This is an optimization exercise on Yosys and OpenROAD, whose aim is small area, a short achievable clock period and few clock cycles per item, not a production implementation. RTL that was checked went through simulation tests only; none was proved equivalent to the original. Function not checked in runs 1 to 3: the RTL went through the layout flow alone.

==> flow/design.v (outline; a module is shown in full before it is edited, if it fits) <==
// module hslrgb_mul_c: 355 lines
// module hslrgb_booth: 17 lines
// module hslrgb_mul_x: 548 lines
// module hslrgb_div: 565 lines
// module hsl_to_rgb_converter_unit: 160 lines
module hsl_to_rgb_converter_unit #(
  parameter int FRACTION_BITS = hslrgb_pkg::FRACTION_BITS
) (
  input  logic             clk,
  input  logic             rst_n,
  input  logic             in_valid,
  output logic             in_stall,
  input  hslrgb_pkg::hsl_t in_data,
  output logic             out_valid,
  input  logic             out_stall,
  output hslrgb_pkg::rgb_t out_data
);
  // ...
==> flow/flow/run.sh <==
#!/bin/bash
# The standard layout (the standard.sh: ORFS synthesis to finish) with two
# changes that keep the design and its registers as the standard synthesis
# makes them:
#  - after synthesis, flow/invopt.py removes inverters around full adders
#    (a full adder of inverted inputs gives inverted outputs), a purely
#    combinational rewrite of the netlist;
#  - the port buffers use the smallest plain buffer instead of the delay
#    buffer buffer_ports picks by default. Every port is still buffered.
set -euo pipefail
RES=orfs/results/${FLOW_PLATFORM:-sky130hd}/hsl_to_rgb_converter_unit/base
bash standard.sh synth > standard_synth.log 2>&1
cp $RES/1_2_yosys.v yosys_netlist_orig.v
if python3 flow/invopt.py yosys_netlist_orig.v yosys_netlist_opt.v > invopt.log 2>&1; then
  cp yosys_netlist_opt.v $RES/1_2_yosys.v
  rm -f $RES/1_synth.odb $RES/1_synth.sdc
fi
bash standard.sh "BUFFER_PORTS_ARGS=-buffer_cell sky130_fd_sc_hd__buf_1" finish > standard_flow.log 2>&1
==> flow/flow/invopt.py <==
#!/usr/bin/env python3
"""Remove inverters around full adders in a flat gate-level netlist.

A full adder is self-dual: FA(~a, ~b, ~c) = (~sum, ~cout). Flipping an adder
(feeding it the complements of its inputs and complementing its outputs)
keeps the logic unchanged; a flip is kept when it removes more inverters than
it adds. Only sky130 fa_* and inv_* cells are touched.

usage: invopt.py in.v out.v
"""
import re, sys, copy

LIB = "sky130_fd_sc_hd__"
OUTP = {"X", "Y", "Q", "Q_N", "SUM", "COUT", "HI", "LO"}

def parse(path):
    text = open(path).read()
    m = re.search(r"^\s*module\s+(\S+)\s*\(", text, re.M)
    body_start = m.start()
    cell_re = re.compile(r"^  (" + LIB + r"\w+)\s+(\\\S+ |\S+)\s*\((.*?)\);\n", re.S | re.M)
    cells = {}
    order = []
    first = None
    last = None
    for cm in cell_re.finditer(text):
        if first is None:
            first = cm.start()
        last = cm.end()
        typ, name, body = cm.group(1), cm.group(2).strip(), cm.group(3)
        pins = {}
        for pm in re.finditer(r"\.(\w+)\(\s*(\\\S+ |[^)]*?)\s*\)", body):
            pins[pm.group(1)] = pm.group(2).strip()
        cells[name] = [typ, pins, cm.group(0)]
        order.append(name)
    head = text[:first]
    tail = text[last:]
    # output ports (bits)
    outs = set()
    for om in re.finditer(r"^\s*output\s+(\[(\d+):(\d+)\]\s+)?(\S+);", head, re.M):
        if om.group(1):
            hi, lo = int(om.group(2)), int(om.group(3))
            for b in range(min(hi, lo), max(hi, lo) + 1):
                outs.add(f"{om.group(4)}[{b}]")
        else:
            outs.add(om.group(4))
    return head, tail, cells, order, outs

class NL:
    def __init__(self, cells, order, outs):
        self.cells = cells
        self.order = order
        self.outs = outs
        self.n = 0
        self.newwires = []
        self.rebuild()
    def rebuild(self):
        self.drv = {}
        self.loads = {}
        for name, (typ, pins, _) in self.cells.items():
            for p, net in pins.items():
                if p in OUTP:
                    self.drv[net] = (name, p)
                else:
                    self.loads.setdefault(net, []).append((name, p))
    def is_inv(self, name):
        return self.cells[name][0].startswith(LIB + "inv_")
    def ninv(self):
        return sum(1 for c in self.cells if self.is_inv(c))
    def fresh(self, base):
        self.n += 1
        return f"_inv{base}{self.n}_"

def set_pin(nl, name, pin, net):
    nl.cells[name][1][pin] = net
    nl.cells[name][2] = None

def add_inv(nl, a, y):
    name = nl.fresh("c")
    nl.cells[name] = [LIB + "inv_1", {"A": a, "Y": y}, None]
    nl.order.append(name)
    return name

def sweep(nl):
    changed = True
    while changed:
        changed = False
        nl.rebuild()
        for name in list(nl.cells):
            if nl.is_inv(name):
                y = nl.cells[name][1]["Y"]
                if not nl.loads.get(y) and y not in nl.outs:
                    del nl.cells[name]
                    changed = True

def flip(nl, f):
    nl.rebuild()
    typ, pins, _ = nl.cells[f]
    for p in ("A", "B", "CIN"):
        x = pins[p]
        d = nl.drv.get(x)
        if d and nl.is_inv(d[0]):
            set_pin(nl, f, p, nl.cells[d[0]][1]["A"])
        else:
            inv = [l for l, lp in nl.loads.get(x, []) if nl.is_inv(l)]
            if inv:
                set_pin(nl, f, p, nl.cells[inv[0]][1]["Y"])
            else:
                w = nl.fresh("w")
                nl.newwires.append(w)
                add_inv(nl, x, w)
                set_pin(nl, f, p, w)
    for q in ("SUM", "COUT"):
        z = pins[q]
        zn = nl.fresh("w")
        nl.newwires.append(zn)
        set_pin(nl, f, q, zn)
        need_true = z in nl.outs
        for (l, lp) in nl.loads.get(z, []):
            if l == f:
                continue
            if nl.is_inv(l) and nl.cells[l][1]["Y"] not in nl.outs:
                w = nl.cells[l][1]["Y"]
                for (l2, lp2) in nl.loads.get(w, []):
                    set_pin(nl, l2, lp2, zn)
                del nl.cells[l]
            else:
                need_true = True
        if need_true:
            add_inv(nl, zn, z)
    sweep(nl)

def optimize(nl):
    sweep(nl)
    base = nl.ninv()
    improved = True
    while improved:
        improved = False
        fas = [c for c in nl.cells if nl.cells[c][0].startswith(LIB + "fa_")]
        for f in fas:
            if f not in nl.cells:
                continue
            before = nl.ninv()
            snap = (copy.deepcopy(nl.cells), list(nl.order), nl.n, list(nl.newwires))
            flip(nl, f)
            after = nl.ninv()
            if after < before:
                improved = True
            else:
                nl.cells, nl.order, nl.n, nl.newwires = snap
                nl.rebuild()
    return base, nl.ninv()

def emit(nl, head, tail):
    out = [head.rstrip("\n") + "\n"]
    for w in nl.newwires:
        out.append(f"  wire {w};\n")
    for name in nl.order:
        if name not in nl.cells:
            continue
        typ, pins, text = nl.cells[name]
        if text is not None:
            out.append(text)
            continue
        def fmt(n):
            return n + " " if n.startswith("\\") else n
        ps = ",\n".join(f"    .{p}({fmt(n)})" for p, n in pins.items())
        out.append(f"  {typ} {fmt(name)} (\n{ps}\n  );\n")
    out.append(tail)
    return "".join(out)

if __name__ == "__main__":
    head, tail, cells, order, outs = parse(sys.argv[1])
    nl = NL(cells, order, outs)
    b, a = optimize(nl)
    open(sys.argv[2], "w").write(emit(nl, head, tail))
    print(f"invopt: inverters {b} -> {a}")
==> flow/standard.sh <==
#!/bin/bash
# synth_recipe.tcl (not shown) runs the flow's synth.tcl, then flattens the netlist and writes it again
# the make line also repeats each setting of config.mk as NAME=value (left out here)
make -C /OpenROAD-flow-scripts/flow DESIGN_CONFIG=/design/flow/config.mk WORK_HOME=/design/flow/orfs CLKGATE_MAP_FILE= SYNTH_SCRIPT=/design/flow/synth_recipe.tcl "${@:-finish}"
==> flow/config.mk <==
export PLATFORM = sky130hd
export DESIGN_NAME = hsl_to_rgb_converter_unit
export DESIGN_NICKNAME = hsl_to_rgb_converter_unit
export VERILOG_FILES = /design/flow/design.v
export SDC_FILE = /design/flow/constraint.sdc
export NUM_CORES = 4
export LEC_CHECK = 0
export CAP_MARGIN = 20
export CORE_MARGIN = 2
export CORE_UTILIZATION = 40
export PLACE_DENSITY = 0.6
export SETUP_SLACK_MARGIN = 2.0
export SLEW_MARGIN = 20
==> flow/constraint.sdc <==
create_clock -name core_clock -period 7.0 [get_ports {clk}]
set_input_delay 1.4000 -clock core_clock [delete_from_list [all_inputs] [get_ports {clk}]]
set_output_delay 1.4000 -clock core_clock [all_outputs]
set_load 0.01 [all_outputs]
==> impl_metrics.prom, run 1 <==
# TYPE chip_impl_metric gauge
chip_impl_metric{name="hold_viol_final",unit=""} 0
chip_impl_metric{name="cts-buffers-inserted",unit=""} 17
chip_impl_metric{name="critPathMaxFanout",unit=""} 5
chip_impl_info{name="cts_tree",value="yes"} 1
chip_impl_info{name="layout_commonest_cell",value="sky130_fd_sc_hd__edfxtp_1"} 1
chip_impl_metric{name="final_cells",unit=""} 2515
chip_impl_metric{name="detail_route.iter0.violations",unit=""} 1468
chip_impl_metric{name="mappedNetlistArea",unit="um^2"} 18480
chip_impl_info{name="largest_register",value="s2_q_r"} 1
chip_impl_metric{name="post_route_cells_drive_above_1_share",unit="%"} 11.59
chip_impl_metric{name="cp.depth",unit=""} 17
chip_impl_metric{name="layout.non_clock_inverters",unit=""} 154
chip_impl_info{name="outcome",value="complete, no violations"} 1
chip_impl_metric{name="avgRoutedWirePerCell",unit="um"} 18.06
chip_impl_metric{name="critPathRequiredTime",unit="ps"} 7210
chip_impl_metric{name="timing.max_slew.rel_slack",unit="%"} 41.93
chip_impl_metric{name="hold_path_depth",unit=""} 0
chip_impl_metric{name="drt-met1-wl",unit="um"} 19660
chip_impl_metric{name="critical_path_arrival",unit="ps"} 5200
chip_impl_metric{name="tightest_slew",unit="ps"} 871.0
chip_impl_metric{name="rows",unit=""} 78
chip_impl_metric{name="met3_wirelength",unit="um"} 2912
chip_impl_metric{name="die_height",unit="um"} 218.9
chip_impl_metric{name="fin_worst_skew",unit="ps"} 12.91
chip_impl_metric{name="globalRoute.totalOverflow",unit=""} 0
chip_impl_metric{name="cts_resized",unit=""} 22
chip_impl_metric{name="antenna_violations_before_repair",unit=""} 1
chip_impl_metric{name="fraction_of_area_in_clock_buffers_and_inverters",unit="%"} 2.704
==> module hsl_to_rgb_converter_unit, before the edit <==
module hsl_to_rgb_converter_unit #(
  parameter int FRACTION_BITS = hslrgb_pkg::FRACTION_BITS
) (
  input  logic             clk,
  input  logic             rst_n,
  input  logic             in_valid,
  output logic             in_stall,
  input  hslrgb_pkg::hsl_t in_data,
  output logic             out_valid,
  input  logic             out_stall,
  output hslrgb_pkg::rgb_t out_data
);
  logic       en;
  logic [3:0] vld_r;
  assign en       = !(vld_r[3] && out_stall);
  assign in_stall = !en;
  always_ff @(posedge clk) begin
    if (!rst_n) begin
      vld_r <= '0;
    end else if (en) begin
      vld_r <= {vld_r[2:0], in_valid};
    end
  end
  logic [11:0] lp, lmin;
  logic        inc, lhi;
  logic [12:0] m3a, m3b, m3c, m3s, m3y, m3;
  always_comb begin
    lhi = in_data.lightness[12] | in_data.lightness[11];
    inc = in_data.lightness[11];
    lp  = inc ? ~in_data.lightness[11:0] : in_data.lightness[11:0];
    m3a = 13'(lp);
    m3b = {lp, inc};
    m3c = {11'd0, inc, 1'b0};
    m3s = m3a ^ m3b ^ m3c;
    m3y = {((m3a[11:0] & m3b[11:0]) | (m3a[11:0] & m3c[11:0]) | (m3b[11:0] & m3c[11:0])), 1'b0};
    if (in_data.lightness[12]) begin
      lmin = '0;
      m3   = '0;
    end else begin
      lmin = lp + 12'(inc);
      m3   = m3s + m3y;
    end
  end
  logic [11:0] s0_m_r;
  logic [14:0] s0_hue_r;
  logic [5:0]  s0_s1_r, s0_s2_r, s0_s3_r;
  logic [12:0] s0_m3_r;
  logic        s0_sfull_r, s0_lhi_r;
  logic [11:0] cmul;
  logic [12:0] c, lig;
  logic [6:0]  hh;
  logic [7:0]  hlo;
  logic [2:0]  sect;
  logic [3:0]  frac_hi;
  logic [11:0] k;
  hslrgb_mul_c u_mul_c (
    .x_i    (s0_m_r),
    .x3_i   (s0_m3_r),
    .s1_i   (s0_s1_r),
    .s2_i   (s0_s2_r),
    .s3_i   (s0_s3_r),
    .prod_o (cmul)
  );
  always_comb begin
    hh  = s0_hue_r[14:8];
    hlo = s0_hue_r[7:0];
    if (hh >= 7'd90) begin
      sect    = 3'd5;
      frac_hi = 4'd0;
    end else begin
      sect    = 3'(hh / 7'd15);
      frac_hi = 4'(hh % 7'd15);
    end
    if (hh >= 7'd90)
      k = '0;
    else if (sect[0])
      k = {4'd14 - frac_hi, ~hlo} + 12'd1;    
    else
      k = {frac_hi, hlo};                     
  end
  logic [6:0] k_one, k_two;
  logic [5:0] k_neg;
  hslrgb_booth u_booth (
    .y_i   (k),
    .one_o (k_one),
    .two_o (k_two),
    .neg_o (k_neg)
  );
  always_comb begin
    c   = s0_sfull_r ? {s0_m_r, 1'b0} : {1'b0, cmul};
    lig = s0_lhi_r ? (13'd4096 - 13'(s0_m_r)) : 13'(s0_m_r);
  end
  logic [12:0] s1_c_r, s1_l_r;
  logic [6:0]  s1_one_r, s1_two_r;
  logic [5:0]  s1_neg_r;
  logic [2:0]  s1_sect_r;
  logic [15:0] q;
  logic [12:0] m0, peak;
  hslrgb_mul_x u_mul_x (
    .x_i    (s1_c_r),
    .one_i  (s1_one_r),
    .two_i  (s1_two_r),
    .neg_i  (s1_neg_r),
    .prod_o (q)
  );
  always_comb begin
    m0   = s1_l_r - (s1_c_r >> 1);
    peak = s1_l_r + (s1_c_r >> 1) + 13'(s1_c_r[0]);
  end
  logic [15:0] s2_q_r;
  logic [12:0] s2_m_r, s2_p_r;
  logic [2:0]  s2_sect_r;
  logic [12:0] xm;
  logic [12:0] s3_x_r, s3_m_r, s3_p_r;
  logic [2:0]  s3_sect_r;
  hslrgb_div u_div (
    .q_i   (s2_q_r),
    .add_i (s2_m_r),
    .sum_o (xm)
  );
  always_comb begin
    case (s3_sect_r)
      3'd0:    out_data = {s3_p_r, s3_x_r, s3_m_r};
      3'd1:    out_data = {s3_x_r, s3_p_r, s3_m_r};
      3'd2:    out_data = {s3_m_r, s3_p_r, s3_x_r};
      3'd3:    out_data = {s3_m_r, s3_x_r, s3_p_r};
      3'd4:    out_data = {s3_x_r, s3_m_r, s3_p_r};
      default: out_data = {s3_p_r, s3_m_r, s3_x_r};
    endcase
  end
  always_ff @(posedge clk) begin
    if (en) begin
      s0_m_r     <= lmin;
      s0_m3_r    <= m3;
      s0_lhi_r   <= lhi;
      for (int i = 0; i < 6; i++) begin
        s0_s1_r[i] <= ~in_data.saturation[2*i+1] &  in_data.saturation[2*i];
        s0_s2_r[i] <=  in_data.saturation[2*i+1] & ~in_data.saturation[2*i];
        s0_s3_r[i] <=  in_data.saturation[2*i+1] &  in_data.saturation[2*i];
      end
      s0_sfull_r <= in_data.saturation[12];
      s0_hue_r   <= in_data.hue;
      s1_c_r     <= c;
      s1_l_r     <= lig;
      s1_one_r   <= k_one;
      s1_two_r   <= k_two;
      s1_neg_r   <= k_neg;
      s1_sect_r  <= sect;
      s2_q_r     <= q;
      s2_m_r     <= m0;
      s2_p_r     <= peak;
      s2_sect_r  <= s1_sect_r;
      s3_x_r     <= xm;
      s3_m_r     <= s2_m_r;
      s3_p_r     <= s2_p_r;
      s3_sect_r  <= s2_sect_r;
    end
  end
  assign out_valid = vld_r[3];
endmodule
==> run 2, diff against run 1 <==
--- a/flow/design.v
+++ b/flow/design.v
@@ -1531,4 +1531,10 @@
   logic        inc, lhi;
   logic [12:0] m3a, m3b, m3c, m3s, m3y, m3;
+  logic [6:0]  hh;
+  logic [7:0]  hlo, klo;
+  logic [2:0]  sect;
+  logic [3:0]  r, khi;
+  logic        hsat, lo_zero, lo_any;
+  logic [11:0] k;
   always_comb begin
     lhi = in_data.lightness[12] | in_data.lightness[11];
@@ -1547,17 +1553,25 @@
       m3   = m3s + m3y;
     end
+    hh      = in_data.hue[14:8];
+    hlo     = in_data.hue[7:0];
+    hsat    = hh >= 7'd90;
+    sect    = hsat ? 3'd5 : 3'(hh / 7'd15);
+    r       = 4'(hh % 7'd15);
+    lo_zero = hlo == 8'd0;
+    lo_any  = 1'b0;
+    for (int i = 0; i < 8; i++) begin
+      klo[i] = hlo[i] ^ (sect[0] & lo_any);
+      lo_any = lo_any | hlo[i];
+    end
+    khi = sect[0] ? 4'd14 - r + 4'(lo_zero) : r;
+    k   = hsat ? 12'd0 : {khi, klo};
   end
-  logic [11:0] s0_m_r;
-  logic [14:0] s0_hue_r;
+  logic [11:0] s0_m_r, s0_k_r;
   logic [5:0]  s0_s1_r, s0_s2_r, s0_s3_r;
   logic [12:0] s0_m3_r;
   logic        s0_sfull_r, s0_lhi_r;
+  logic [2:0]  s0_sect_r;
   logic [11:0] cmul;
   logic [12:0] c, lig;
-  logic [6:0]  hh;
-  logic [7:0]  hlo;
-  logic [2:0]  sect;
-  logic [3:0]  frac_hi;
-  logic [11:0] k;
   hslrgb_mul_c u_mul_c (
     .x_i    (s0_m_r),
@@ -1568,25 +1582,8 @@
     .prod_o (cmul)
   );
-  always_comb begin
-    hh  = s0_hue_r[14:8];
-    hlo = s0_hue_r[7:0];
-    if (hh >= 7'd90) begin
-      sect    = 3'd5;
-      frac_hi = 4'd0;
-    end else begin
-      sect    = 3'(hh / 7'd15);
-      frac_hi = 4'(hh % 7'd15);
-    end
-    if (hh >= 7'd90)
-      k = '0;
-    else if (sect[0])
-      k = {4'd14 - frac_hi, ~hlo} + 12'd1;    
-    else
-      k = {frac_hi, hlo};                     
-  end
   logic [6:0] k_one, k_two;
   logic [5:0] k_neg;
   hslrgb_booth u_booth (
-    .y_i   (k),
+    .y_i   (s0_k_r),
     .one_o (k_one),
     .two_o (k_two),
@@ -1646,5 +1643,6 @@
       end
       s0_sfull_r <= in_data.saturation[12];
-      s0_hue_r   <= in_data.hue;
+      s0_k_r     <= k;
+      s0_sect_r  <= sect;
       s1_c_r     <= c;
       s1_l_r     <= lig;
@@ -1652,5 +1650,5 @@
       s1_two_r   <= k_two;
       s1_neg_r   <= k_neg;
-      s1_sect_r  <= sect;
+      s1_sect_r  <= s0_sect_r;
       s2_q_r     <= q;
       s2_m_r     <= m0;
==> impl_metrics.prom, run 2 <==
# TYPE chip_impl_metric gauge
chip_impl_metric{name="fin_worst_skew",unit="ps"} 10.74
chip_impl_metric{name="reported_max_cap_violation_count",unit=""} 0
chip_impl_metric{name="synthesis.instances",unit=""} 1757
chip_impl_metric{name="grtUsageMet1",unit="%"} 25.32
chip_impl_metric{name="clock-sinks",unit=""} 198
chip_impl_metric{name="gp_congestion",unit=""} 0.8824
chip_impl_metric{name="detail_routed_via_count_per_cell",unit=""} 5.615
chip_impl_metric{name="layout.area.seq",unit="um^2"} 5906
chip_impl_info{name="timing_worst_setup_path_type",value="flip-flop to flip-flop"} 1
chip_impl_metric{name="chipWidth",unit="um"} 217.2
chip_impl_metric{name="design.portCount",unit=""} 86
chip_impl_metric{name="largest_reg_flops",unit=""} 16
chip_impl_metric{name="post_route_cells_drive_above_1_share",unit="%"} 9.747
chip_impl_metric{name="placeableCoreArea",unit="um^2"} 45090
chip_impl_metric{name="setup_tns",unit="ps"} 0
chip_impl_metric{name="detail_route.iter0.violations",unit=""} 1761
chip_impl_metric{name="postCtsHoldBufs",unit=""} 0
chip_impl_info{name="layout_commonest_cell",value="sky130_fd_sc_hd__edfxtp_1"} 1
chip_impl_info{name="worst_path_most_repeated_cell",value="sky130_fd_sc_hd__fa_1"} 1
chip_impl_info{name="cts_root_buffer",value="sky130_fd_sc_hd__clkbuf_16"} 1
chip_impl_info{name="rsz_0062_raised_after_global_routing",value="true"} 1
chip_impl_info{name="critPathCaptureType",value="flip-flop"} 1
chip_impl_metric{name="layout_worst_path_cycle_share",unit="%"} 70.00
chip_impl_metric{name="placed_cells",unit=""} 2333
chip_impl_metric{name="setup_viol",unit=""} 0
chip_impl_metric{name="min_period",unit="ps"} 4900
chip_impl_metric{name="critical_path_arrival",unit="ps"} 5120
chip_impl_metric{name="mappedNetlistArea",unit="um^2"} 18180
chip_impl_metric{name="floorplan.initialDensity",unit="%"} 40.31
chip_impl_metric{name="h_tree_depth",unit=""} 4
chip_impl_metric{name="antennaDiodeCount",unit=""} 0
chip_impl_metric{name="hold_viol_final",unit=""} 0
chip_impl_metric{name="multi_input_area",unit="um^2"} 11470
chip_impl_metric{name="max_fclk",unit="MHz"} 204.1
chip_impl_metric{name="final_cells",unit=""} 2457
chip_impl_metric{name="postRouteWirelength",unit="um"} 44350
chip_impl_info{name="outcome",value="complete, no violations"} 1
chip_impl_metric{name="number_of_synthesis_warnings",unit=""} 2
chip_impl_info{name="hold_path_class",value="flip-flop to flip-flop"} 1
chip_impl_metric{name="rows",unit=""} 78
chip_impl_metric{name="timing.max_slew.rel_slack",unit="%"} 30.80
chip_impl_metric{name="grt_usage",unit="%"} 18.51
chip_impl_metric{name="globalRoute.totalOverflow",unit=""} 0
chip_impl_metric{name="grt_first_pass_wirelength",unit="um"} 69740
chip_impl_metric{name="antenna_violations_before_repair",unit=""} 0
chip_impl_metric{name="final_max_slew_viol_count",unit=""} 0
chip_impl_metric{name="die_height",unit="um"} 217.2
chip_impl_metric{name="post-dp-hpwl",unit="um"} 31420
chip_impl_metric{name="critPathBufInv",unit=""} 1
chip_impl_metric{name="insertion_delay",unit="ps"} 470
chip_impl_info{name="cts_tree",value="yes"} 1
chip_impl_metric{name="cts-buffers-inserted",unit=""} 17
chip_impl_metric{name="postSynthAreaPerCell",unit="um^2"} 10.35
chip_impl_metric{name="critical-path-max-stage-delay",unit="ps"} 610
chip_impl_metric{name="synth_nets",unit=""} 2087
chip_impl_metric{name="drc_violations",unit=""} 0
chip_impl_metric{name="grt_pass1_vias",unit=""} 13170
chip_impl_info{name="crit_path_cell_trace",value="buf_4, a22oi_2, xnor2_1, fa_1, fa_2, fa_1, fa_1, ha_4, a21o_1, a21o_1, a21oi_2, o21ai_2, o311ai_2, nand2_1, o21a_1, nor3_1, nor2_1"} 1
chip_impl_metric{name="critPathMaxFanout",unit=""} 6
chip_impl_metric{name="clock_path_buffers",unit=""} 2
chip_impl_metric{name="tightest_slew",unit="ps"} 1038
chip_impl_info{name="critPathSlowestCell",value="sky130_fd_sc_hd__fa_1"} 1
chip_impl_metric{name="avgRoutedWirePerCell",unit="um"} 18.05
chip_impl_info{name="gr-max-usage-layer",value="met2"} 1
chip_impl_metric{name="grt_max_degree",unit=""} 133
chip_impl_metric{name="grt.met2_usage",unit="%"} 30.17
chip_impl_metric{name="global_route.usage.met3",unit="%"} 2.488
chip_impl_metric{name="critPathRequiredTime",unit="ps"} 7220
chip_impl_metric{name="route.vias.total",unit=""} 13800
chip_impl_info{name="path_delay_family",value="adder cells"} 1
chip_impl_metric{name="area_delta_synth_final",unit="%"} 11.72
chip_impl_metric{name="design.die.area",unit="um^2"} 47160
chip_impl_metric{name="iteration_count_of_the_initial_detailed_routing_pass",unit=""} 12
chip_impl_metric{name="port_buffers",unit=""} 85
chip_impl_metric{name="final_net_count",unit=""} 2174
chip_impl_metric{name="layout.filler_cells",unit=""} 4244
chip_impl_info{name="worstSetupStartpointType",value="flip-flop"} 1
chip_impl_info{name="layout.cells.most_common_list",value="194 x sky130_fd_sc_hd__edfxtp_1, 160 x sky130_fd_sc_hd__ha_1, 138 x sky130_fd_sc_hd__inv_1"} 1
chip_impl_metric{name="path_clk_slew",unit="ps"} 70
chip_impl_metric{name="final_antenna_net_count",unit=""} 0
chip_impl_info{name="largest_register",value="s2_q_r"} 1
-- run 2: timing repair --
action / 4_1_cts / 5_1_grt
endpoints found under the setup margin: 12 / 17
gates cloned: 0 / 0
buffers inserted: 48 / 44
gates resized for setup: 3 / 34
pin swaps: 1 / 25
-- run 2: area by class of cell --
type	instances	area share [%]
clock buffers	17	2.095
clock inverters	15	0.8626
inverters	139	2.569
multi-input cells	1305	56.50
flip-flops and latches	198	29.08
well taps	600	3.697
repair buffers	183	5.194
-- run 2: final timing paths --
path	from	endpoint	slack [ps]	cells past startpoint
worst min-delay path	s1_sect_r[2]	s2_sect_r[2]	420	0
worst max register to register	s1_c_r[10]	s2_q_r[14]	2100	17
worst max-delay path	s1_c_r[10]	s2_q_r[14]	2100	17
worst min register to register	s1_sect_r[2]	s2_sect_r[2]	420	0
-- run 2: through the flow --
step,hold WS [ps],utilization (%),instance area [um^2],setup slack [ps]
after detailed placement,405.4,41.77,18830,1467
after global placement,404.9,41.77,18830,1565
after floorplan,400.3,-,18190,2005
after CTS,422.9,43.91,19800,1884
final,422.5,45.04,20310,2100
after global routing,431.4,45.04,20310,1888
-- run 2: worst reg2reg max path: stages (launching register included) --
cell and delay, ps:
sky130_fd_sc_hd__edfxtp_1 520, sky130_fd_sc_hd__buf_4 200, sky130_fd_sc_hd__a22oi_2 150, sky130_fd_sc_hd__xnor2_1 160
sky130_fd_sc_hd__fa_1 470, sky130_fd_sc_hd__fa_2 470, sky130_fd_sc_hd__fa_1 410, sky130_fd_sc_hd__fa_1 610
sky130_fd_sc_hd__ha_4 230, sky130_fd_sc_hd__a21o_1 160, sky130_fd_sc_hd__a21o_1 210, sky130_fd_sc_hd__a21oi_2 150
sky130_fd_sc_hd__o21ai_2 100, sky130_fd_sc_hd__o311ai_2 270, sky130_fd_sc_hd__nand2_1 150, sky130_fd_sc_hd__o21a_1 200
sky130_fd_sc_hd__nor3_1 150, sky130_fd_sc_hd__nor2_1 60
-- run 2: layer usage --
metal  up-vias  part of all wire (%)
met2       515                    47
met4         0                   2.1
li1       6573                     -
met5         -                     0
met1      6639                    45
met3        70                   5.9
==> run 3, diff against run 2 <==
--- a/flow/config.mk
+++ b/flow/config.mk
@@ -6,4 +6,5 @@
 export NUM_CORES = 4
 export LEC_CHECK = 0
+export ABC_AREA = 1
 export CAP_MARGIN = 20
 export CORE_MARGIN = 2
==> impl_metrics.prom, run 3 <==
# TYPE chip_impl_metric gauge
chip_impl_metric{name="setup_tns",unit="ps"} 0
chip_impl_metric{name="hold_slack",unit="ps"} 420.1
chip_impl_info{name="hold_path_class",value="flip-flop to flip-flop"} 1
chip_impl_info{name="outcome",value="complete, no violations"} 1
chip_impl_metric{name="chipWidth",unit="um"} 216.3
chip_impl_metric{name="post_route_cells_drive_above_1_share",unit="%"} 8.577
chip_impl_metric{name="detail_routed_via_count_per_cell",unit=""} 5.404
chip_impl_metric{name="finalWorstSetupSlack",unit="ps"} 2193
chip_impl_metric{name="grt_pass1_vias",unit=""} 13940
chip_impl_metric{name="insertion_delay",unit="ps"} 460
chip_impl_info{name="layout_commonest_cell",value="sky130_fd_sc_hd__nand2_1"} 1
chip_impl_metric{name="number_of_synthesis_warnings",unit=""} 2
chip_impl_metric{name="critPathMaxFanout",unit=""} 5
chip_impl_metric{name="drc_violations",unit=""} 0
chip_impl_metric{name="final_design_area_no_fill",unit="um^2"} 20080
chip_impl_metric{name="design.die.area",unit="um^2"} 46760
chip_impl_metric{name="critical_path_arrival",unit="ps"} 5010
chip_impl_metric{name="final_net_count",unit=""} 2369
chip_impl_metric{name="layout_worst_path_cycle_share",unit="%"} 68.67
chip_impl_info{name="critPathSlowestCell",value="sky130_fd_sc_hd__fa_1"} 1
chip_impl_metric{name="placed_cells",unit=""} 2534
chip_impl_metric{name="final_cells",unit=""} 2644
chip_impl_metric{name="final_max_slew_viol_count",unit=""} 0
chip_impl_metric{name="postSynthAreaPerCell",unit="um^2"} 9.303
chip_impl_info{name="rr_endpoint",value="s2_q_r[15]"} 1
chip_impl_metric{name="area_delta_synth_final",unit="%"} 11.44
chip_impl_info{name="worstSetupStartpointType",value="flip-flop"} 1
chip_impl_info{name="worst_path_most_repeated_cell",value="sky130_fd_sc_hd__fa_1"} 1
chip_impl_metric{name="floorplan.initialDensity",unit="%"} 40.66
chip_impl_info{name="largest_register",value="s2_q_r"} 1
chip_impl_metric{name="placeableCoreArea",unit="um^2"} 44320
chip_impl_metric{name="grt_first_pass_wirelength",unit="um"} 74820
chip_impl_metric{name="h_tree_depth",unit=""} 4
chip_impl_metric{name="detail_route.iter0.violations",unit=""} 1288
chip_impl_metric{name="critical-path-max-stage-delay",unit="ps"} 580
chip_impl_info{name="regToRegStartpoint",value="s1_c_r[8]"} 1
chip_impl_metric{name="grt_max_degree",unit=""} 139
chip_impl_metric{name="tightest_slew",unit="ps"} 1027
chip_impl_metric{name="critPathRequiredTime",unit="ps"} 7200
chip_impl_metric{name="antennaDiodeCount",unit=""} 0
chip_impl_info{name="layout.cells.most_common_list",value="295 x sky130_fd_sc_hd__nand2_1, 263 x sky130_fd_sc_hd__inv_1, 194 x sky130_fd_sc_hd__edfxtp_1"} 1
chip_impl_metric{name="ff2ff_path_depth",unit=""} 16
chip_impl_metric{name="max_fclk",unit="MHz"} 208.0
chip_impl_metric{name="design.portCount",unit=""} 86
chip_impl_metric{name="setup_viol",unit=""} 0
chip_impl_metric{name="grt_usage",unit="%"} 20.08
chip_impl_metric{name="dpl_cell_area",unit="um^2"} 18790
chip_impl_metric{name="post-dp-hpwl",unit="um"} 35950
chip_impl_metric{name="dp_slack",unit="ps"} 1896
chip_impl_metric{name="rows",unit=""} 77
chip_impl_metric{name="gp_congestion",unit=""} 0.9498
chip_impl_metric{name="synthesis.instances",unit=""} 1937
chip_impl_info{name="cts_tree",value="yes"} 1
chip_impl_metric{name="timing.max_slew.rel_slack",unit="%"} 31.53
chip_impl_metric{name="die_height",unit="um"} 216.3
chip_impl_metric{name="postRouteWirelength",unit="um"} 47310
chip_impl_info{name="startpoint",value="s1_c_r[8]"} 1
chip_impl_metric{name="mappedNetlistArea",unit="um^2"} 18020
chip_impl_metric{name="min_period",unit="ps"} 4807
chip_impl_metric{name="avgRoutedWirePerCell",unit="um"} 17.89
chip_impl_metric{name="largest_reg_flops",unit=""} 16
chip_impl_metric{name="setup.reg_to_reg.worst_slack",unit="ps"} 2190
chip_impl_metric{name="antenna_violations_before_repair",unit=""} 1
chip_impl_info{name="critical_path.endpoint",value="s2_q_r[15]"} 1
chip_impl_metric{name="port_buffers",unit=""} 85
chip_impl_metric{name="reported_max_cap_violation_count",unit=""} 0
chip_impl_metric{name="globalRoute.totalOverflow",unit=""} 0
chip_impl_info{name="cts_root_buffer",value="sky130_fd_sc_hd__clkbuf_16"} 1
chip_impl_metric{name="path_clk_slew",unit="ps"} 80
chip_impl_metric{name="hold_viol_final",unit=""} 0
chip_impl_metric{name="synth_nets",unit=""} 2267
chip_impl_metric{name="route.vias.total",unit=""} 14290
chip_impl_metric{name="iteration_count_of_the_initial_detailed_routing_pass",unit=""} 5
chip_impl_info{name="rsz_0062_raised_after_global_routing",value="false"} 1
chip_impl_info{name="crit_path_cell_trace",value="clkinvlp_4, buf_4, o22ai_1, xor2_1, fa_1, fa_1, fa_1, fa_1, ha_2, nand2_1, inv_1, nand3_1, o21ai_0, a21oi_2, o31ai_1, xnor2_1"} 1
chip_impl_info{name="critPathCaptureType",value="flip-flop"} 1
chip_impl_metric{name="clock_path_buffers",unit=""} 2
chip_impl_metric{name="clock-sinks",unit=""} 198
chip_impl_metric{name="cts-buffers-inserted",unit=""} 17
chip_impl_metric{name="final_antenna_net_count",unit=""} 0
chip_impl_info{name="timing_worst_setup_path_type",value="flip-flop to flip-flop"} 1
chip_impl_metric{name="fin_worst_skew",unit="ps"} 11.80
==> run 3: repair_timing <==
item / 4_1_cts / 5_1_grt
buffers inserted: 3 / 71
hold buffers: 0 / 0
gates resized for setup: 5 / 21
cloned: 0 / 4
setup endpoints to repair: 4 / 16
==> run 3: how the worst min path moves through the flow <==
stage / startpoint / end / slack [ps] / cells after the start
after global routing: s2_p_r[10] / s3_p_r[10] / 430 / 0
after detailed placement: s2_p_r[11] / s3_p_r[11] / 400 / 0
after floorplan: s0_sect_r[0] / s1_sect_r[0] / 400 / 0
after CTS: s0_sect_r[1] / s1_sect_r[1] / 420 / 0
final: s0_sect_r[1] / s1_sect_r[1] / 420 / 0
after global placement: s2_p_r[10] / s3_p_r[10] / 400 / 0
==> run 3: layout make-up <==
type	instances	area [um^2]
fill	4251	24240
multi-input combinational	1372	10800
sequential	198	5906
inverter	285	1117
timing repair buffer	161	927.1
tap	592	740.7
clock buffer	17	425.4
clock inverter	15	143.9
timing repair inverter	4	22.52
==> run 3: per-stage QoR <==
| stage | util, % |
|---|---|
| finish | 45.31 |
| global route | 45.31 |
| CTS | 43.78 |
| detailed placement | 42.41 |
| global placement | 42.41 |
| floorplan | - |
==> run 3: critical path: cells and delay by family, from the launching register on <==
family                   cells  cell delay [ps]
buffers and inverters        3              470
adder cells (fa/ha/maj)      5             2340
AND/OR/NAND/NOR              2              160
XOR/XNOR                     2              350
AO/OA/AOI/OAI                4              790
flip-flops                   1              440
==> run 3: metal layers <==
layer,global-route usage (%),vias to the layer above,share of wire [%]
li1,-,6831,-
met1,27.20,6816,44
met2,33.26,561,47
met3,2.554,81,6.1
met4,6.872,0,2.4
met5,0,-,0
==> run 4, diff against run 3 <==
--- a/flow/design.v
+++ b/flow/design.v
@@ -1528,42 +1528,34 @@
     end
   end
-  logic [11:0] lp, lmin;
-  logic        inc, lhi;
-  logic [12:0] m3a, m3b, m3c, m3s, m3y, m3;
+  logic [11:0] lmin;
+  logic        lhi;
   logic [6:0]  hh;
-  logic [7:0]  hlo, klo;
+  logic [7:0]  hlo;
   logic [2:0]  sect;
-  logic [3:0]  r, khi;
-  logic        hsat, lo_zero, lo_any;
+  logic [3:0]  frac_hi;
   logic [11:0] k;
   always_comb begin
     lhi = in_data.lightness[12] | in_data.lightness[11];
-    inc = in_data.lightness[11];
-    lp  = inc ? ~in_data.lightness[11:0] : in_data.lightness[11:0];
-    m3a = 13'(lp);
-    m3b = {lp, inc};
-    m3c = {11'd0, inc, 1'b0};
-    m3s = m3a ^ m3b ^ m3c;
-    m3y = {((m3a[11:0] & m3b[11:0]) | (m3a[11:0] & m3c[11:0]) | (m3b[11:0] & m3c[11:0])), 1'b0};
-    if (in_data.lightness[12]) begin
+    if (in_data.lightness[12])
       lmin = '0;
-      m3   = '0;
+    else if (in_data.lightness[11])
+      lmin = 12'd0 - in_data.lightness[11:0];
+    else
+      lmin = in_data.lightness[11:0];
+    hh  = in_data.hue[14:8];
+    hlo = in_data.hue[7:0];
+    if (hh >= 7'd90) begin
+      sect    = 3'd5;
+      frac_hi = 4'd0;
     end else begin
-      lmin = lp + 12'(inc);
-      m3   = m3s + m3y;
+      sect    = 3'(hh / 7'd15);
+      frac_hi = 4'(hh % 7'd15);
     end
-    hh      = in_data.hue[14:8];
-    hlo     = in_data.hue[7:0];
-    hsat    = hh >= 7'd90;
-    sect    = hsat ? 3'd5 : 3'(hh / 7'd15);
-    r       = 4'(hh % 7'd15);
-    lo_zero = hlo == 8'd0;
-    lo_any  = 1'b0;
-    for (int i = 0; i < 8; i++) begin
-      klo[i] = hlo[i] ^ (sect[0] & lo_any);
-      lo_any = lo_any | hlo[i];
-    end
-    khi = sect[0] ? 4'd14 - r + 4'(lo_zero) : r;
-    k   = hsat ? 12'd0 : {khi, klo};
+    if (hh >= 7'd90)
+      k = '0;
+    else if (sect[0])
+      k = {4'd14 - frac_hi, ~hlo} + 12'd1;    
+    else
+      k = {frac_hi, hlo};                     
   end
   logic [11:0] s0_m_r, s0_k_r;
@@ -1635,5 +1627,5 @@
     if (en) begin
       s0_m_r     <= lmin;
-      s0_m3_r    <= m3;
+      s0_m3_r    <= 13'(lmin) + {lmin, 1'b0};
       s0_lhi_r   <= lhi;
       for (int i = 0; i < 6; i++) begin
--- a/flow/config.mk
+++ b/flow/config.mk
@@ -6,9 +6,9 @@
 export NUM_CORES = 4
 export LEC_CHECK = 0
-export ABC_AREA = 1
-export CAP_MARGIN = 20
+export CAP_MARGIN = 10
 export CORE_MARGIN = 2
 export CORE_UTILIZATION = 40
+export CTS_BUF_LIST = sky130_fd_sc_hd__clkbuf_8
 export PLACE_DENSITY = 0.6
 export SETUP_SLACK_MARGIN = 2.0
-export SLEW_MARGIN = 20
+export SLEW_MARGIN = 10
==> impl_metrics.prom, run 4 <==
# TYPE chip_impl_metric gauge
chip_impl_metric{name="detail_routed_via_count_per_cell",unit=""} 5.591
chip_impl_metric{name="reported_max_cap_violation_count",unit=""} 0
chip_impl_metric{name="floorplan.initialDensity",unit="%"} 40.70
chip_impl_metric{name="layout.filler_cells",unit=""} 4210
chip_impl_metric{name="die_height",unit="um"} 216.3
chip_impl_info{name="layout_commonest_cell",value="sky130_fd_sc_hd__edfxtp_1"} 1
chip_impl_metric{name="layout_worst_path_cycle_share",unit="%"} 69.61
chip_impl_metric{name="avgRoutedWirePerCell",unit="um"} 17.77
chip_impl_metric{name="insertion_delay",unit="ps"} 530
chip_impl_metric{name="critPathMaxFanout",unit=""} 6
chip_impl_info{name="layout.cells.most_common_list",value="194 x sky130_fd_sc_hd__edfxtp_1, 153 x sky130_fd_sc_hd__ha_1, 141 x sky130_fd_sc_hd__inv_1"} 1
chip_impl_info{name="crit_path_cell_trace",value="buf_6, a22oi_1, xnor2_1, fa_1, fa_1, fa_1, fa_1, ha_4, and3_1, nand4_1, o21ai_2, a21oi_1, o21a_1, a31oi_1, nor2_1, xnor2_1"} 1
chip_impl_metric{name="gp_congestion",unit=""} 0.8808
chip_impl_metric{name="timing.max_slew.rel_slack",unit="%"} 22.17
chip_impl_metric{name="detail_route.iter0.violations",unit=""} 1344
chip_impl_metric{name="synthesis.instances",unit=""} 1747
chip_impl_metric{name="cts-buffers-inserted",unit=""} 17
chip_impl_info{name="cts_root_buffer",value="sky130_fd_sc_hd__clkbuf_8"} 1
chip_impl_info{name="critPathSlowestCell",value="sky130_fd_sc_hd__fa_1"} 1
chip_impl_info{name="rsz_0062_raised_after_global_routing",value="true"} 1
chip_impl_metric{name="chipWidth",unit="um"} 216.3
chip_impl_metric{name="iteration_count_of_the_initial_detailed_routing_pass",unit=""} 10
chip_impl_metric{name="critPathRequiredTime",unit="ps"} 7270
chip_impl_info{name="hold_path_class",value="flip-flop to flip-flop"} 1
chip_impl_metric{name="max_fclk",unit="MHz"} 205.2
chip_impl_metric{name="layout.area.seq",unit="um^2"} 5906
chip_impl_metric{name="tightest_slew",unit="ps"} 1138
chip_impl_metric{name="path_clk_slew",unit="ps"} 110
chip_impl_metric{name="drc_violations",unit=""} 0
chip_impl_metric{name="clock-sinks",unit=""} 198
chip_impl_metric{name="post-dp-hpwl",unit="um"} 31730
chip_impl_metric{name="post_route_cells_drive_above_1_share",unit="%"} 8.599
chip_impl_metric{name="h_tree_depth",unit=""} 4
chip_impl_metric{name="port_buffers",unit=""} 85
chip_impl_metric{name="hold_path_depth",unit=""} 0
chip_impl_metric{name="setup_viol",unit=""} 0
chip_impl_metric{name="multi_input_area",unit="um^2"} 11250
chip_impl_info{name="worst_path_most_repeated_cell",value="sky130_fd_sc_hd__fa_1"} 1
chip_impl_metric{name="design.portCount",unit=""} 86
chip_impl_metric{name="critPathBufInv",unit=""} 1
chip_impl_metric{name="placeableCoreArea",unit="um^2"} 44320
chip_impl_metric{name="number_of_synthesis_warnings",unit=""} 2
chip_impl_metric{name="critical_path_arrival",unit="ps"} 5140
chip_impl_metric{name="antennaDiodeCount",unit=""} 0
chip_impl_info{name="timing_worst_setup_path_type",value="flip-flop to flip-flop"} 1
chip_impl_metric{name="globalRoute.totalOverflow",unit=""} 0
chip_impl_metric{name="final_antenna_net_count",unit=""} 0
chip_impl_metric{name="critical-path-max-stage-delay",unit="ps"} 570
chip_impl_metric{name="grt_usage",unit="%"} 18.58
chip_impl_metric{name="grt_pass1_vias",unit=""} 13220
chip_impl_metric{name="setup_tns",unit="ps"} 0
chip_impl_metric{name="antenna_violations_before_repair",unit=""} 1
chip_impl_info{name="outcome",value="complete, no violations"} 1
chip_impl_metric{name="rows",unit=""} 77
chip_impl_info{name="cts_tree",value="yes"} 1
chip_impl_metric{name="ff2ff_path_depth",unit=""} 16
chip_impl_metric{name="largest_reg_flops",unit=""} 16
chip_impl_info{name="path_delay_family",value="adder cells"} 1
chip_impl_metric{name="design.die.area",unit="um^2"} 46810
chip_impl_metric{name="min_period",unit="ps"} 4872
chip_impl_metric{name="postCtsHoldBufs",unit=""} 0
chip_impl_metric{name="route.vias.total",unit=""} 13650
chip_impl_info{name="critPathCaptureType",value="flip-flop"} 1
chip_impl_metric{name="grt_first_pass_wirelength",unit="um"} 69590
chip_impl_metric{name="hold_viol_final",unit=""} 0
chip_impl_metric{name="final_max_slew_viol_count",unit=""} 0
chip_impl_info{name="worstSetupStartpointType",value="flip-flop"} 1
chip_impl_metric{name="synth_nets",unit=""} 2067
chip_impl_metric{name="final_net_count",unit=""} 2157
chip_impl_metric{name="postSynthAreaPerCell",unit="um^2"} 10.32
chip_impl_info{name="largest_register",value="s2_q_r"} 1
chip_impl_metric{name="grt_max_degree",unit=""} 79
chip_impl_metric{name="area_delta_synth_final",unit="%"} 10.15
chip_impl_metric{name="postRouteWirelength",unit="um"} 43380
chip_impl_metric{name="fin_worst_skew",unit="ps"} 23.12
chip_impl_metric{name="cp.depth",unit=""} 16
chip_impl_metric{name="clock_path_buffers",unit=""} 2
chip_impl_metric{name="mappedNetlistArea",unit="um^2"} 18040
-- run 4: final cells by class --
type	count	area share [%]
clock inverter	14	0.6928
sequential	198	29.73
clock buffer	17	1.178
multi-input combinational	1294	56.62
inverter	141	2.664
timing repair buffer	185	5.391
tap	592	3.728
-- run 4: repair_timing --
item / 4_1_cts / 5_1_grt
setup endpoints to repair: 8 / 10
setup buffers: 68 / 24
gates resized for setup: 1 / 16
pin swaps: 3 / 16
-- run 4: path summary, 6_finish.rpt --
kind                      from      endpoint  slack, ps
setup / recovery   s1_two_r[2]    s2_q_r[15]       2130
hold reg to reg   s1_sect_r[2]  s2_sect_r[2]        420
hold / removal    s1_sect_r[2]  s2_sect_r[2]        420
setup reg to reg   s1_two_r[2]    s2_q_r[15]       2130
-- run 4: per-layer routing --
metal | global-route usage (%) | wire length [um] | vias to the layer above | part of all wire [%]
met5 | 0 | 13 | - | 0.030
met4 | 6.119 | 939 | 2 | 2.2
met3 | 3.102 | 2431 | 67 | 5.6
met2 | 30.59 | 20620 | 464 | 48
met1 | 24.93 | 19380 | 6590 | 45
li1 | - | - | 6525 | -
-- run 4: metrics by stage --
stage,utilization [%],cell area (um^2),worst slack [ps],hold WS (ps),std cells
final,44.83,19870,2128,415.6,2441
after global routing,44.83,19870,1956,437.5,2441
after CTS,44.27,19620,2005,411.1,2417
after detailed placement,42.26,18730,1768,404.5,2318
after global placement,42.26,18730,1855,405.0,2318
after floorplan,-,18050,2057,400.3,1747
Testbench counts of run 4, summed over its fixed seeds: cycles 8,032, items 8,000.
==> run 5, diff against run 4 <==
--- a/flow/config.mk
+++ b/flow/config.mk
@@ -6,8 +6,8 @@
 export NUM_CORES = 4
 export LEC_CHECK = 0
+export ABC_AREA = 1
 export CAP_MARGIN = 10
 export CORE_MARGIN = 2
 export CORE_UTILIZATION = 40
-export CTS_BUF_LIST = sky130_fd_sc_hd__clkbuf_8
 export PLACE_DENSITY = 0.6
 export SETUP_SLACK_MARGIN = 2.0
==> impl_metrics.prom, run 5 <==
# TYPE chip_impl_metric gauge
chip_impl_info{name="outcome",value="complete, no violations"} 1
chip_impl_info{name="layout_commonest_cell",value="sky130_fd_sc_hd__nand2_1"} 1
chip_impl_metric{name="route.vias.total",unit=""} 13820
chip_impl_metric{name="post-dp-hpwl",unit="um"} 33870
chip_impl_metric{name="multi_input_area",unit="um^2"} 10540
chip_impl_metric{name="min_period",unit="ps"} 4778
chip_impl_info{name="worstSetupStartpointType",value="flip-flop"} 1
chip_impl_info{name="crit_path_cell_trace",value="clkinvlp_4, buf_12, o22ai_1, xor2_1, fa_1, fa_1, fa_1, fa_1, ha_1, nand2_1, nor2_1, inv_1, nor2_1, nand4_1, nand4_1, nand4_1, o211ai_1, xor2_1"} 1
chip_impl_metric{name="floorplan.initialDensity",unit="%"} 40.34
chip_impl_metric{name="synthesis.instances",unit=""} 1897
chip_impl_info{name="hold_path_class",value="flip-flop to flip-flop"} 1
chip_impl_metric{name="grt_first_pass_wirelength",unit="um"} 70760
chip_impl_metric{name="dp_slack",unit="ps"} 1908
chip_impl_info{name="critPathSlowestCell",value="sky130_fd_sc_hd__fa_1"} 1
chip_impl_metric{name="critPathMaxFanout",unit=""} 12
chip_impl_info{name="rsz_0062_raised_after_global_routing",value="true"} 1
chip_impl_metric{name="placeableCoreArea",unit="um^2"} 44030
chip_impl_metric{name="hold_viol_final",unit=""} 0
chip_impl_info{name="worst_path_most_repeated_cell",value="sky130_fd_sc_hd__fa_1"} 1
chip_impl_metric{name="mappedNetlistArea",unit="um^2"} 17760
chip_impl_metric{name="largest_reg_flops",unit=""} 16
chip_impl_metric{name="die_height",unit="um"} 214.7
chip_impl_metric{name="critical-path-max-stage-delay",unit="ps"} 570
chip_impl_metric{name="final_net_count",unit=""} 2322
chip_impl_metric{name="postRouteWirelength",unit="um"} 44210
chip_impl_metric{name="insertion_delay",unit="ps"} 460
chip_impl_metric{name="clock_path_buffers",unit=""} 2
chip_impl_metric{name="globalRoute.totalOverflow",unit=""} 0
chip_impl_metric{name="layout.filler_cells",unit=""} 4297
chip_impl_metric{name="postSynthAreaPerCell",unit="um^2"} 9.363
chip_impl_metric{name="final_max_slew_viol_count",unit=""} 0
chip_impl_metric{name="clock-sinks",unit=""} 198
chip_impl_metric{name="final_antenna_net_count",unit=""} 0
chip_impl_metric{name="cts-buffers-inserted",unit=""} 17
chip_impl_metric{name="timing.max_slew.rel_slack",unit="%"} 36.41
chip_impl_info{name="cts_tree",value="yes"} 1
chip_impl_metric{name="design.portCount",unit=""} 86
chip_impl_metric{name="detail_routed_via_count_per_cell",unit=""} 5.300
chip_impl_metric{name="chipWidth",unit="um"} 214.7
chip_impl_metric{name="area_delta_synth_final",unit="%"} 11.91
chip_impl_metric{name="postCtsHoldBufs",unit=""} 0
chip_impl_metric{name="grt_max_degree",unit=""} 125
chip_impl_metric{name="hold_path_depth",unit=""} 0
chip_impl_info{name="layout.cells.most_common_list",value="275 x sky130_fd_sc_hd__nand2_1, 253 x sky130_fd_sc_hd__inv_1, 194 x sky130_fd_sc_hd__edfxtp_1"} 1
chip_impl_metric{name="finalWorstSetupSlack",unit="ps"} 2222
chip_impl_metric{name="max_fclk",unit="MHz"} 209.3
chip_impl_metric{name="grt_usage",unit="%"} 19.15
chip_impl_metric{name="iteration_count_of_the_initial_detailed_routing_pass",unit=""} 6
chip_impl_metric{name="final_util",unit="%"} 45.15
chip_impl_metric{name="hold_slack",unit="ps"} 422.8
chip_impl_metric{name="post_route_cells_drive_above_1_share",unit="%"} 8.337
chip_impl_metric{name="ff2ff_path_depth",unit=""} 18
chip_impl_metric{name="setup_viol",unit=""} 0
chip_impl_metric{name="critical_path_arrival",unit="ps"} 4990
chip_impl_metric{name="antennaDiodeCount",unit=""} 0
chip_impl_info{name="largest_register",value="s2_q_r"} 1
chip_impl_metric{name="detail_route.iter0.violations",unit=""} 1459
chip_impl_metric{name="design.die.area",unit="um^2"} 46110
chip_impl_metric{name="layout.area.seq",unit="um^2"} 5906
chip_impl_info{name="timing_worst_setup_path_type",value="flip-flop to flip-flop"} 1
chip_impl_metric{name="rows",unit=""} 77
chip_impl_metric{name="fin_worst_skew",unit="ps"} 12.84
chip_impl_metric{name="number_of_synthesis_warnings",unit=""} 2
chip_impl_metric{name="path_clk_slew",unit="ps"} 80
chip_impl_metric{name="synth_nets",unit=""} 2217
chip_impl_metric{name="port_buffers",unit=""} 85
chip_impl_metric{name="antenna_violations_before_repair",unit=""} 1
chip_impl_metric{name="h_tree_depth",unit=""} 4
chip_impl_info{name="critPathCaptureType",value="flip-flop"} 1
chip_impl_metric{name="layout_worst_path_cycle_share",unit="%"} 68.25
chip_impl_info{name="cts_root_buffer",value="sky130_fd_sc_hd__clkbuf_16"} 1
chip_impl_metric{name="gp_congestion",unit=""} 0.9234
chip_impl_metric{name="setup_tns",unit="ps"} 0
chip_impl_metric{name="avgRoutedWirePerCell",unit="um"} 16.96
chip_impl_metric{name="drc_violations",unit=""} 0
chip_impl_metric{name="tightest_slew",unit="ps"} 950.3
chip_impl_metric{name="reported_max_cap_violation_count",unit=""} 0
chip_impl_metric{name="grt_pass1_vias",unit=""} 13350
chip_impl_metric{name="critPathRequiredTime",unit="ps"} 7210
-- run 5: cell count changes in the layout (fill, tap and decap cells not counted), moves of 65 or more --
cell / change
sky130_fd_sc_hd__inv_1: +112
sky130_fd_sc_hd__o22ai_1: +74
sky130_fd_sc_hd__a222oi_1: -65
sky130_fd_sc_hd__o221ai_1: +69
sky130_fd_sc_hd__nand2_1: +166
sky130_fd_sc_hd__xnor2_1: -118
sky130_fd_sc_hd__xor2_1: +100
-- run 5: path summary, 6_finish.rpt --
kind | start | end | slack (ps)
setup / recovery | s1_c_r[9] | s2_q_r[14] | 2220
hold / removal | s2_p_r[12] | s3_p_r[12] | 420
setup reg to reg | s1_c_r[9] | s2_q_r[14] | 2220
hold reg to reg | s2_p_r[12] | s3_p_r[12] | 420
-- run 5: repair_timing --
action / in CTS / in global routing
setup buffers: 1 / 74
setup endpoints to repair: 2 / 12
pin swaps: 0 / 0
resized for setup: 0 / 18
cloned: 0 / 1
-- run 5: critical path, delay by kind of cell (launching register included) --
family	cells	cell delay, ps
adder cells (fa/ha/maj)	5	2270
AND/OR/NAND/NOR	6	790
flip-flops	1	460
buffers and inverters	3	350
AO/OA/AOI/OAI	2	320
XOR/XNOR	2	320
-- run 5: final cells by class --
cell class                      count  area share (%)
Timing Repair inverter              1         0.03777
Clock buffer                       18           2.159
Tap cell                          592           3.726
Multi-Input combinational cell   1343           53.00
Inverter                          276           5.514
Clock inverter                     14          0.8498
Timing Repair Buffer              165           5.004
Sequential cell                   198           29.71
-- run 5: layer usage --
layer / up-vias / part of all wire [%] / GRT usage [%]
met4: 2 / 2.9 / 7.014
met2: 456 / 48 / 31.88
met5: - / 0.029 / 0
met1: 6500 / 45 / 25.43
li1: 6768 / - / -
met3: 91 / 4.8 / 2.718
-- run 5: per-stage QoR --
| step | std cells | instance area (um^2) |
|---|---|---|
| final | 2607 | 19880 |
| after global routing | 2607 | 19880 |
| after CTS | 2532 | 19180 |
| after detailed placement | 2499 | 18570 |
| after global placement | 2499 | 18570 |
| after floorplan | 1897 | 17770 |
==> run 6, diff against run 5 <==
--- a/flow/config.mk
+++ b/flow/config.mk
@@ -11,4 +11,4 @@
 export CORE_UTILIZATION = 40
 export PLACE_DENSITY = 0.6
-export SETUP_SLACK_MARGIN = 2.0
+export SETUP_SLACK_MARGIN = 2.2
 export SLEW_MARGIN = 10
==> impl_metrics.prom, run 6 <==
# TYPE chip_impl_metric gauge
chip_impl_metric{name="max_fclk",unit="MHz"} 209.9
chip_impl_metric{name="mappedNetlistArea",unit="um^2"} 17760
chip_impl_info{name="hold_path_class",value="flip-flop to flip-flop"} 1
chip_impl_metric{name="layout_worst_path_cycle_share",unit="%"} 68.08
chip_impl_metric{name="placed_cells",unit=""} 2499
chip_impl_metric{name="critPathRequiredTime",unit="ps"} 7220
chip_impl_metric{name="die_height",unit="um"} 214.7
chip_impl_metric{name="floorplan.initialDensity",unit="%"} 40.34
chip_impl_metric{name="clock_path_buffers",unit=""} 2
chip_impl_metric{name="grt_usage",unit="%"} 19.44
chip_impl_metric{name="globalRoute.totalOverflow",unit=""} 0
chip_impl_metric{name="hold_viol_final",unit=""} 0
chip_impl_metric{name="synth_nets",unit=""} 2217
chip_impl_metric{name="port_buffers",unit=""} 85
chip_impl_metric{name="postRouteWirelength",unit="um"} 45680
chip_impl_metric{name="detail_routed_via_count_per_cell",unit=""} 5.343
chip_impl_info{name="outcome",value="complete, no violations"} 1
chip_impl_info{name="startpoint",value="s1_c_r[9]"} 1
chip_impl_info{name="layout.cells.most_common_list",value="273 x sky130_fd_sc_hd__nand2_1, 237 x sky130_fd_sc_hd__inv_1, 194 x sky130_fd_sc_hd__edfxtp_1"} 1
chip_impl_info{name="regToRegStartpoint",value="s1_c_r[9]"} 1
chip_impl_info{name="rr_endpoint",value="s2_q_r[14]"} 1
chip_impl_metric{name="cts-buffers-inserted",unit=""} 17
chip_impl_metric{name="avgRoutedWirePerCell",unit="um"} 17.31
chip_impl_metric{name="post-dp-hpwl",unit="um"} 33870
chip_impl_metric{name="critPathMaxFanout",unit=""} 5
chip_impl_metric{name="setup.reg_to_reg.worst_slack",unit="ps"} 2230
chip_impl_metric{name="critical_path_arrival",unit="ps"} 4980
chip_impl_metric{name="setup_viol",unit=""} 0
chip_impl_metric{name="detail_route.iter0.violations",unit=""} 1299
chip_impl_metric{name="final_net_count",unit=""} 2354
chip_impl_metric{name="clock-sinks",unit=""} 198
chip_impl_metric{name="setup_tns",unit="ps"} 0
chip_impl_metric{name="route.vias.total",unit=""} 14100
chip_impl_info{name="holdCritStartpoint",value="s2_p_r[12]"} 1
chip_impl_metric{name="design.die.area",unit="um^2"} 46110
chip_impl_metric{name="final_max_slew_viol_count",unit=""} 0
chip_impl_metric{name="post_route_cells_drive_above_1_share",unit="%"} 12.12
chip_impl_info{name="cts_tree",value="yes"} 1
chip_impl_metric{name="min_period",unit="ps"} 4765
chip_impl_info{name="critPathCaptureType",value="flip-flop"} 1
chip_impl_metric{name="drc_violations",unit=""} 0
chip_impl_metric{name="timing.max_slew.rel_slack",unit="%"} 37.09
chip_impl_metric{name="synthesis.instances",unit=""} 1897
chip_impl_metric{name="grt_first_pass_wirelength",unit="um"} 71680
chip_impl_metric{name="grt_max_degree",unit=""} 125
chip_impl_metric{name="number_of_synthesis_warnings",unit=""} 2
-- run 6: critical path, stage by stage (launching register included) --
cell and delay (ps):
sky130_fd_sc_hd__edfxtp_1 430, sky130_fd_sc_hd__clkinvlp_4 200, sky130_fd_sc_hd__buf_6 180, sky130_fd_sc_hd__o22ai_4 180, sky130_fd_sc_hd__xor2_2 170, sky130_fd_sc_hd__fa_1 450
sky130_fd_sc_hd__fa_1 490, sky130_fd_sc_hd__fa_1 520, sky130_fd_sc_hd__fa_1 530, sky130_fd_sc_hd__ha_4 330, sky130_fd_sc_hd__nand2_2 70, sky130_fd_sc_hd__inv_2 60
sky130_fd_sc_hd__nand3_2 90, sky130_fd_sc_hd__nor2_4 140, sky130_fd_sc_hd__nand4_1 120, sky130_fd_sc_hd__nand4_1 210, sky130_fd_sc_hd__nand4_1 110, sky130_fd_sc_hd__o211ai_1 110
sky130_fd_sc_hd__xor2_1 90
-- run 6: stage by stage --
| stage | setup WS (ps) | utilization [%] | instance area (um^2) |
|---|---|---|---|
| floorplan | 2328 | - | 17770 |
| global placement | 1918 | 42.18 | 18570 |
| detailed placement | 1908 | 42.18 | 18570 |
| CTS | 2221 | 44.05 | 19400 |
| global route | 2094 | 46.42 | 20440 |
| finish | 2235 | 46.42 | 20440 |
-- run 6: layout make-up --
| type | instances | area [um^2] |
|---|---|---|
| multi-input cells | 1343 | 10790 |
| clock inverters | 14 | 168.9 |
| well taps | 592 | 740.7 |
| clock buffers | 18 | 429.2 |
| repair buffers | 196 | 1250 |
| flip-flops and latches | 198 | 5906 |
| inverters | 276 | 1149 |
| fillers | 4211 | 23590 |
| repair inverters | 2 | 10.01 |
-- run 6: how the worst max path moves through the flow --
stage,endpoint,slack [ps],cells after the start
after floorplan,s2_q_r[15],2330,14
after global placement,s2_q_r[15],1920,14
after detailed placement,s2_q_r[15],1910,14
after CTS,s2_q_r[13],2220,17
after global routing,s2_q_r[14],2090,17
final,s2_q_r[14],2230,18
-- run 6: layer usage --
metal / vias up / wire (um) / track usage, %
li1: 6825 / - / -
met1: 6644 / 19830 / 25.63
met2: 516 / 21900 / 32.52
met3: 113 / 2434 / 2.732
met4: 2 / 1493 / 7.269
met5: - / 13 / 0
-- run 6: what timing repair did --
action,CTS,global route
resized for setup,6,74
hold buffers,0,0
gates cloned,0,2
buffers inserted,24,82
pin swaps,0,22
endpoints found under the setup margin,6,16

## port drivers added, routing unchanged
How much do the figures lean on ideal ports? The routed layouts below were timed once more, with nothing changed but the port constraints.
Step 1 (the two cells are an assumption about what drives the block):
set clk [get_ports {clk}]
set_driving_cell -lib_cell sky130_fd_sc_hd__clkbuf_16 $clk
set_driving_cell -lib_cell sky130_fd_sc_hd__buf_2 [delete_from_list [all_inputs] $clk]
Step 2 moves the port delays by t, midway between the first and last clock arrival at a register: inputs arrive t later, outputs are due t later. That takes back most of the time a late clock gives input paths.
Slacks: no drivers / after step 1 / after step 2; pairs: no drivers / after step 1.
run | t (ns) | slack for setup (ns) | hold WS [ns] | worst setup path after step 2 | clock arrival spread, ns
run 1 | 0.522 | 2.014 / 2.014 / 2.014 | 0.421 / 0.421 / 0.421 | register to register | 0.014 / 0.015
run 2 | 0.516 | 2.100 / 2.100 / 1.896 | 0.422 / 0.422 / 0.422 | input to register | 0.011 / 0.011
run 3 | 0.511 | 2.193 / 2.193 / 2.086 | 0.420 / 0.420 / 0.420 | input to register | 0.015 / 0.014
run 4 | 0.568 | 2.128 / 2.128 / 1.873 | 0.416 / 0.416 / 0.416 | input to register | 0.023 / 0.023
run 5 | 0.510 | 2.222 / 2.222 / 2.222 | 0.423 / 0.423 / 0.423 | register to register | 0.014 / 0.014
run 6 | 0.515 | 2.235 / 2.235 / 2.235 | 0.423 / 0.423 / 0.423 | register to register | 0.014 / 0.014
After both steps setup and hold are still met in every run listed. The setup slack of run 4, which loses most, moves by 0.000 ns with the drivers and by -0.255 ns with both steps.
